This is an optimization exercise on Yosys and OpenROAD, whose aim is small area and a short achievable clock period, not a production implementation.
At most, simulation tests tie the RTL to the original design; equivalence was not proved.
Function not checked in run 1: the RTL went through the layout flow alone.

## flow/design.v (module list and top-level ports; edited modules follow where they fit)
// module gardner_ted: 786 lines
// module loop_filter_pi: 26 lines
// module symbol_nco: 30 lines
// module timing_recovery_top: 39 lines
module timing_recovery_top (
  input  logic               clk,
  input  logic               reset_n,
  input  logic [31:0]        sample_i,     
  output logic [31:0]        sym_o,        
  output logic               sym_valid_o,
  output logic [18:0]        err_o,        
  output logic signed [11:0] ctrl_o
);
  // ...
==> flow/run.sh <==
#!/bin/bash
# synth_recipe.tcl (not shown) runs the flow's synth.tcl, then flattens the netlist and writes it again
# the make line also repeats each setting of config.mk as NAME=value (left out here)
make -C /OpenROAD-flow-scripts/flow DESIGN_CONFIG=/design/flow/config.mk WORK_HOME=/design/flow/orfs CLKGATE_MAP_FILE= SYNTH_SCRIPT=/design/flow/synth_recipe.tcl finish
==> flow/config.mk <==
export PLATFORM = sky130hd
export DESIGN_NAME = timing_recovery_top
export DESIGN_NICKNAME = timing_recovery_top
export VERILOG_FILES = /design/flow/design.v
export SDC_FILE = /design/flow/constraint.sdc
export NUM_CORES = 4
export LEC_CHECK = 0
export CAP_MARGIN = 20
export CORE_MARGIN = 2
export CORE_UTILIZATION = 40
export SETUP_SLACK_MARGIN = 5
export SLEW_MARGIN = 20
==> flow/constraint.sdc <==
create_clock -name core_clock -period 12.0 [get_ports {clk}]
set_input_delay 2.4000 -clock core_clock [delete_from_list [all_inputs] [get_ports {clk}]]
set_output_delay 2.4000 -clock core_clock [all_outputs]
set_load 0.01 [all_outputs]
==> flow_summary.ini, run 1 <==
[status]
status = finished clean

[logic_synthesis]
synth_area_leaders = dfxtp_1, fa_1, xnor2_1
synthSimpleGateAreaFrac_pct = 8.83
synth-main-ff-cell = dfxtp_1
synth_area_leader_cell = dfxtp_1
yosysTopAreaCellShare_pct = 34.8
synth_area_mm2 = 0.0242
synth.top_cells.by_count = dfxtp_1, o21ai_0, nand2_1, inv_1, fa_1

[placed_design]
place_congestion = 0.955

[grt]
met1_usage_pct = 28.2

[timing]
worst_slack_ns = 4.93
rsz0062_at_grt = yes

[setup_path]
path_delay_family = compound AO/OA/AOI/OAI gates
cp.depth = 33
cp.arrival_ns = 7.55
worst_setup_path_end_kind = flip-flop

[detailed_routing]
dr.pass1.iters = 5
vias_per_cell = 5.19

[finish]
final_cell_mix = dfxtp_1, o21ai_0, nand2_1
layout.cells.non_filler = 3305
area_share_nonclk_buffers_pct = 5.54
fill_cells = 5547

[floorplanning]
ios = 98
core_area_mm2 = 0.0601

[hold_path]
hold_class = flip-flop to flip-flop

[clock_tree]
clk_pin_slew_ns = 0.06
==> module symbol_nco, before the edit <==
module symbol_nco (
  input  logic               clk,
  input  logic               reset_n,
  input  logic signed [11:0] ctrl_i,        
  output logic               sym_strobe_o,  
  output logic               p_load_o       
);
  localparam int MOD = 81920;   
  logic [16:0] phase;
  logic [12:0] incr;
  logic [16:0] sum;
  logic        wrap;
  logic        strobe_q;
  logic [17:0] ahead;
  assign incr = 13'd4096 + {ctrl_i[11], ctrl_i};   
  assign sum  = phase + 17'(incr);                 
  assign wrap = (sum >= 17'(MOD));
  assign ahead    = 18'(phase) + 18'(incr) + 18'({incr, 3'b000});
  assign p_load_o = (ahead < 18'(MOD));
  always_ff @(posedge clk) begin
    if (!reset_n) begin
      phase    <= '0;
      strobe_q <= 1'b0;
    end else begin
      phase    <= wrap ? 17'(sum - 17'(MOD)) : sum;
      strobe_q <= wrap;
    end
  end
  assign sym_strobe_o = strobe_q;
endmodule
==> run 2, diff against run 1 <==
--- a/flow/design.v
+++ b/flow/design.v
@@ -834,2 +834,3 @@
   logic [17:0] ahead;
+  logic        load_q;
   assign incr = 13'd4096 + {ctrl_i[11], ctrl_i};   
@@ -837,4 +838,3 @@
   assign wrap = (sum >= 17'(MOD));
-  assign ahead    = 18'(phase) + 18'(incr) + 18'({incr, 3'b000});
-  assign p_load_o = (ahead < 18'(MOD));
+  assign ahead = 18'(phase) + 18'({incr, 1'b0}) + 18'({incr, 3'b000});
   always_ff @(posedge clk) begin
@@ -847,4 +847,6 @@
     end
+    load_q <= (ahead < 18'(MOD));
   end
   assign sym_strobe_o = strobe_q;
+  assign p_load_o     = load_q;
 endmodule
==> run 2 against run 1 <==
First-iteration DRC count up 10%; via count down 3.0%; clock skew increased by 0.0048 ns; register-to-register slack better by 0.09 ns; area after synthesis down 0.85%; utilization decreased by 0.11 points; hold slack improved by 0.0038 ns; setup slack improved by 0.089 ns; critical path type unchanged.
==> flow_summary.ini, run 2 <==
[status]
status = finished clean

[logic_synthesis]
synth_cell_types = 79
syn_avg_cell_area_um2 = 10.3
yosysMostFrequentCell = dfxtp_1
syn_inst = 2328
synth.top_cells.by_count = dfxtp_1, inv_1, nand2_1, o21ai_0, fa_1
ys_ff_latch = 454
ys_async_sr_fraction_pct = 0
yosysWarnings = 4
yosysTopAreaCellShare_pct = 35.2
synth-main-ff-cell = dfxtp_1
synth_area_leaders = dfxtp_1, fa_1, xnor2_1
yosysSeqAreaShare_pct = 39.2
synth_area_mm2 = 0.0240
synth_edf_count = 32
synth_area_leader_cell = dfxtp_1
syn_nets = 2674

[hold_path]
whs_endpoint = u_ted.dline[9][30]
min_path_cells = 0
timing.hold.worst.start = u_ted.dline[8][30]
hold_class = flip-flop to flip-flop

[finish]
final_cell_mix = dfxtp_1, nand2_1, inv_1
final_common_cell = dfxtp_1
syn2layout_area_growth_pct = 16.9
fill_cells = 5501
nets = 2791
largest_reg_flops = 288
top_register = u_ted.dline
antenna_cells = 0
largest_registers = u_ted.dline x288, u_ted.t_q x69, u_ted.p_q x32
drive_gt1_share_pct = 11.9

[grt]
grt_pass1_wl_um = 99200
grt_pass1_vias = 17083
grt_remaining_overflow = 0
grt_util_all_layers_pct = 20.6
antenna_found_initial = 0
grt_start_max_net_pins = 56

[floorplanning]
initial_core_util_pct = 40.6
ios = 98
die_area_mm2 = 0.0620
core_area_mm2 = 0.0592
die_h_um = 249
rows = 89
die_w_um = 249

[setup_path]
cp_slowest_cell = fa_1
cp_max_fo = 5
critical_path.max_stage_delay_ns = 0.54
reg2reg_slack_ns = 5.02
cp.required_ns = 12.52
cp.arrival_ns = 7.49
rr_endpoint = u_lf.ctrl_q[1]
cp_common_cell = a21oi_2
worst_setup_path_end_kind = flip-flop
critPathKind = flip-flop to flip-flop
rr_worst_depth = 35
start_kind = flip-flop
rr_startpoint = u_ted.t_q[5]

[detailed_routing]
drt-total-wl_um = 63800
drt_iter0_markers = 1092
vias_per_cell = 5.11
wire_per_inst_um = 19.6
dr_total_vias = 16640
detail-route-antenna-nets = 0
dr.pass1.iters = 5
drc = 0

[timing]
fin_crit_sh_pct = 58.1
rsz0062_at_grt = yes
maxSlewViolCount = 0
timing.fmax_mhz = 143
hold_viol = 0
fin_crit_ns = 6.98
finalSetupViolCount = 0
tightestPinTransition_ns = 1.08
maxSlewHeadroom_pct = 25.9
finClkSkew_ns = 0.0368
setup_tns_ns = 0
worst_slack_ns = 5.02

[clock_tree]
cts_sinks = 454
cts_made_buffers = 46
cts_root_buffer = clkbuf_16
tritoncts = yes
cts_buffer_depth = 3
h-tree-depth = 2
clk_latency_ns = 0.61
clk_pin_slew_ns = 0.06
hold_buffers = 0

[placed_design]
io_buffers = 97
dp_hpwl_um = 47800
pre_cts_slack_ns = 3.67
place_congestion = 0.911

[job]
maxCapViolations = 0
## run 2: stage by stage
step                      utilization [%]  instance area [um2]  cells  hold WS, ns
after floorplan                         -                24000   2328        0.310
after detailed placement             43.4                25700   3132        0.312
final                                47.4                28100   3255        0.312
after global routing                 47.4                28100   3255        0.310
after CTS                            46.9                27800   3236        0.307
after global placement               43.4                25700   3132        0.310
## run 2: kinds of logic after synthesis
logic type / share of synthesized area, %
simple gates: 9.19
fa+ha+maj: 22.4
buf+inv: 5.48
flops: 39.2
compound gates: 10.2
xor+xnor: 9.19
mux: 4.31
## run 2: critical path: cells and delay by family, from the launching register on
family | cells | cell delay (ns)
compound gates | 19 | 3.50
fa+ha+maj | 5 | 1.83
simple gates | 4 | 0.64
xor+xnor | 2 | 0.33
flops | 1 | 0.32
buf+inv | 5 | 0.31
## run 2: metal layers
layer	wire length, um	GRT usage [%]	up-vias
li1	-	-	7890
met1	27700	26.7	8185
met3	3270	2.75	103
met2	30600	35.1	462
met4	2230	7.54	0
met5	0	0	-
## run 2: worst max path at each step
stage | from | end | slack [ns] | depth (start not counted)
6_report | u_ted.t_q[5] | u_lf.ctrl_q[1] | 5.02 | 35
5_1_grt | u_ted.t_q[5] | u_lf.ctrl_q[1] | 4.69 | 34
4_1_cts | u_ted.t_q[3] | u_lf.ctrl_q[3] | 4.99 | 34
3_5_place_dp | u_ted.t_q[3] | u_lf.ctrl_q[1] | 3.67 | 35
3_3_place_gp | u_ted.t_q[3] | u_lf.ctrl_q[9] | 3.99 | 35
2_1_floorplan | u_ted.t_q[3] | u_lf.ctrl_q[9] | 5.04 | 36
## run 2: what timing repair did
action | 4_1_cts | 5_1_grt
setup buffers | 18 | 18
gates cloned | 1 | 0
setup endpoints to repair | 16 | 15
pin swaps | 35 | 51
gates resized for setup | 59 | 37
## run 2: layout make-up
type | instances | area (um2) | share of cell area (%)
clock inverters | 19 | 210 | 0.748
repair buffers | 160 | 1480 | 5.25
flip-flops and latches | 454 | 9410 | 33.5
inverters | 220 | 826 | 2.94
well taps | 773 | 967 | 3.44
clock buffers | 66 | 1410 | 5.03
multi-input cells | 1563 | 13800 | 49.1
==> module loop_filter_pi, before the edit <==
module loop_filter_pi (
  input  logic               clk,
  input  logic               reset_n,
  input  logic [18:0]        err_i,    
  output logic signed [11:0] ctrl_o
);
  logic signed [17:0] err;
  logic signed [12:0] isum;
  logic signed [11:0] integ, integ_nxt, ctrl_nxt, ctrl_q;
  logic signed [14:0] csum;
  assign err = err_i[18:1];
  assign isum      = integ + (err >>> 8);
  assign integ_nxt = (isum > 13'sd2047) ? 12'sd2047 : (isum < -13'sd2048) ? -12'sd2048 : isum[11:0];
  assign csum      = (err >>> 4) + integ_nxt;
  assign ctrl_nxt  = (csum > 15'sd2047) ? 12'sd2047 : (csum < -15'sd2048) ? -12'sd2048 : csum[11:0];
  always_ff @(posedge clk) begin
    if (!reset_n) begin
      integ  <= '0;
      ctrl_q <= '0;
    end else if (err_i[0]) begin
      integ  <= integ_nxt;
      ctrl_q <= ctrl_nxt;
    end
  end
  assign ctrl_o = ctrl_q;
endmodule
==> run 3, diff against run 2 <==
--- a/flow/design.v
+++ b/flow/design.v
@@ -798,10 +798,24 @@
   logic signed [17:0] err;
+  logic signed [9:0]  a;       
+  logic signed [13:0] b;       
+  logic signed [11:0] integ, integ_nxt, ctrl_q, ctrl_nxt;
   logic signed [12:0] isum;
-  logic signed [11:0] integ, integ_nxt, ctrl_nxt, ctrl_q;
-  logic signed [14:0] csum;
+  logic signed [14:0] s1, s2, s3;
+  logic               ovp, ovn;
   assign err = err_i[18:1];
-  assign isum      = integ + (err >>> 8);
-  assign integ_nxt = (isum > 13'sd2047) ? 12'sd2047 : (isum < -13'sd2048) ? -12'sd2048 : isum[11:0];
-  assign csum      = (err >>> 4) + integ_nxt;
-  assign ctrl_nxt  = (csum > 15'sd2047) ? 12'sd2047 : (csum < -15'sd2048) ? -12'sd2048 : csum[11:0];
+  assign a   = err[17:8];
+  assign b   = err[17:4];
+  assign isum = integ + a;
+  assign ovp  = (isum[12:11] == 2'b01);
+  assign ovn  = (isum[12:11] == 2'b10);
+  assign integ_nxt = ovp ? 12'sd2047 : ovn ? -12'sd2048 : isum[11:0];
+  function automatic logic signed [11:0] sat12(input logic signed [14:0] x);
+    if (x > 15'sd2047)       sat12 = 12'sd2047;
+    else if (x < -15'sd2048) sat12 = -12'sd2048;
+    else                     sat12 = x[11:0];
+  endfunction
+  assign s1 = b + integ + a;        
+  assign s2 = b + 15'sd2047;        
+  assign s3 = b - 15'sd2048;        
+  assign ctrl_nxt = ovp ? sat12(s2) : ovn ? sat12(s3) : sat12(s1);
   always_ff @(posedge clk) begin
==> run 3 against run 2 <==
Sequential share of layout area fell by 1.0 points; cell count rose by 6.1%; area after synthesis rose by 5.3%; critical path type is now flip-flop to output pin; still clean; utilization down 1.3 points.
==> flow_summary.ini, run 3 <==
[hold_path]
whs_endpoint = u_ted.dline[7][31]
min_path_cells = 0
timing.hold.worst.start = u_ted.dline[6][31]
hold_class = flip-flop to flip-flop

[clock_tree]
clk_pin_slew_ns = 0.07
cts_made_buffers = 48
cts_root_buffer = clkbuf_16
h-tree-depth = 2
hold_buffers = 0
cts_sinks = 454
clk_latency_ns = 0.60
cts_buffer_depth = 3
tritoncts = yes

[setup_path]
path_delay_family = buffers and inverters
reg2reg_slack_ns = 5.44
cp.arrival_ns = 4.46
rr_worst_depth = 23
worst_setup_path_end_kind = output pin
cp.required_ns = 9.60
cp_slowest_cell = clkdlybuf4s50_1
start_kind = flip-flop
crit_buf_inv = 3
rr_startpoint = u_ted.t_q[3]
critPathKind = flip-flop to output pin
critical_path.max_stage_delay_ns = 0.62
rr_endpoint = u_lf.ctrl_q[8]
cp_max_fo = 6
path_cells = inv_1, fa_1, fa_1, nand2b_1, a21oi_2, a2bb2oi_1, xnor2_1, inv_1, clkdlybuf4s50_1

[placed_design]
pre_cts_slack_ns = 4.59
dp_hpwl_um = 54500
io_buffers = 97
place_congestion = 0.938

[timing]
timing.fmax_mhz = 146
maxSlewHeadroom_pct = 28.3
maxSlewViolCount = 0
fin_crit_ns = 6.86
rsz0062_at_grt = yes
setup_tns_ns = 0
worst_slack_ns = 5.14
fin_crit_sh_pct = 57.2
finalSetupViolCount = 0
finClkSkew_ns = 0.0255
hold_viol = 0
tightestPinTransition_ns = 1.05

[logic_synthesis]
synth_edf_count = 32
syn_inst = 2489
synth.top_cells.by_count = dfxtp_1, nand2_1, inv_1, fa_1, o21ai_0
ys_ff_latch = 454
synth_cell_types = 75
syn_avg_cell_area_um2 = 10.2
syn_nets = 2855
synth-main-ff-cell = dfxtp_1
ys_async_sr_fraction_pct = 0
synth_area_leader_cell = dfxtp_1
yosysSeqAreaShare_pct = 37.2
yosysMostFrequentCell = dfxtp_1
synth_area_leaders = dfxtp_1, fa_1, xnor2_1
synth_area_mm2 = 0.0253
yosysWarnings = 4
yosysTopAreaCellShare_pct = 33.4

[finish]
fill_cells = 5896
drive_gt1_share_pct = 7.83
nets = 2934
largest_registers = u_ted.dline x288, u_ted.t_q x69, u_ted.p_q x32
largest_reg_flops = 288
multi_input_area_mm2 = 0.0147
final_cell_mix = dfxtp_1, nand2_1, inv_1
antenna_cells = 0
top_register = u_ted.dline
syn2layout_area_growth_pct = 14.5
final_common_cell = dfxtp_1
ff_latch_area_mm2 = 0.00941

[grt]
grt_start_max_net_pins = 53
grt_util_all_layers_pct = 21.8
antenna_found_initial = 1
grt_remaining_overflow = 0
grt_pass1_wl_um = 111000
grt_pass1_vias = 18429

[floorplanning]
initial_core_util_pct = 40.3
rows = 92
core_area_mm2 = 0.0629
die_w_um = 256
ios = 98
die_area_mm2 = 0.0653
die_h_um = 256

[status]
status = finished clean

[detailed_routing]
vias_per_cell = 5.23
dr.pass1.iters = 7
drt_iter0_markers = 1195
drc = 0
dr_total_vias = 18048
drt-total-wl_um = 71300
wire_per_inst_um = 20.7
detail-route-antenna-nets = 0

[job]
maxCapViolations = 0
-- run 3: cell types whose count changed in the layout (fill, tap and decap cells not counted), sizes merged, moves of 12 or more --
cell / change
a21oi: +17
a22oi: +13
buf: -31
maj3: +12
nand2: +22
nor2: -22
nor3: -13
xnor2: +15
-- run 3: routing by layer --
layer / wire length [um] / GRT usage [%] / vias up / part of all wire, %
met5: 0 / 0 / - / 0
met2: 33600 / 36.5 / 631 / 47
met1: 30200 / 28.0 / 8801 / 42
li1: - / - / 8453 / -
met3: 4200 / 3.32 / 163 / 5.9
met4: 3240 / 9.57 / 0 / 4.5
-- run 3: worst max path at each step --
stage / slack (ns) / from / end / cells past startpoint
after floorplan: 5.80 / u_ted.t_q[36] / u_lf.ctrl_q[10] / 26
after global placement: 4.73 / u_ted.t_q[3] / u_lf.ctrl_q[10] / 23
after detailed placement: 4.59 / u_ted.t_q[3] / u_lf.ctrl_q[10] / 23
after CTS: 5.03 / u_ted.t_q[24] / err_o[17] / 11
after global routing: 4.98 / u_ted.t_q[3] / err_o[6] / 9
final: 5.14 / u_ted.t_q[3] / err_o[6] / 9
-- run 3: final cells by class --
class	instances	share of cell area (%)
Tap cell	846	3.65
Timing Repair Buffer	128	4.16
Sequential cell	454	32.5
Clock buffer	72	5.21
Clock inverter	17	0.846
Multi-Input combinational cell	1702	50.6
Inverter	234	3.03
-- run 3: stage by stage --
stage	utilization (%)	cell area [um2]	cells	hold WS, ns
finish	46.1	29000	3453	0.320
global route	46.1	29000	3453	0.326
CTS	46.0	28900	3453	0.312
detailed placement	43.2	27200	3363	0.312
global placement	43.2	27100	3363	0.310
floorplan	-	25300	2489	0.310
-- run 3: kinds of logic after synthesis --
kind of cell,after synthesis,synth area share (%)
xor+xnor,269,9.49
buf+inv,333,5.28
fa+ha+maj,344,23.1
compound gates,493,12.1
mux,98,4.08
flops,454,37.2
simple gates,498,8.82
-- run 3: what timing repair did --
item,4_1_cts,5_1_grt
setup endpoints to repair,13,17
setup buffers,1,0
gates resized for setup,3,10
hold endpoints to repair,0,0

==> separate check: timing with driven ports <==
The flow's constraints put no driver on any port. The routed layouts listed below were extracted and timed again, unchanged, in two steps.
Step 1 (the two cells are an assumption about what drives the block):
set clk [get_ports {clk}]
set_driving_cell -lib_cell sky130_fd_sc_hd__clkbuf_16 $clk
set_driving_cell -lib_cell sky130_fd_sc_hd__buf_2 [delete_from_list [all_inputs] $clk]
Step 2 adds t to the input delays and takes it off the output delays; t is the mean of the earliest and latest rising clock arrival at the registers after step 1. Input paths then give back, and output paths get back, about the clock's delay inside the block.
Three values: ideal, step 1, step 2; two values: the first two.
run	t, ns	setup WS [ns]	hold WS [ns]	worst data-port slew with drivers (ns)
run 1	0.642	4.935 / 4.935 / 4.935	0.309 / 0.309 / 0.309	0.04
run 2	0.647	5.024 / 5.024 / 5.024	0.312 / 0.312 / 0.312	0.04
run 3	0.646	5.141 / 5.081 / 5.029	0.320 / 0.320 / 0.320	0.04
After both steps every run listed still meets setup and hold. The setup slack of run 3, which loses most, moves by -0.060 ns with the drivers and by -0.112 ns with both steps.
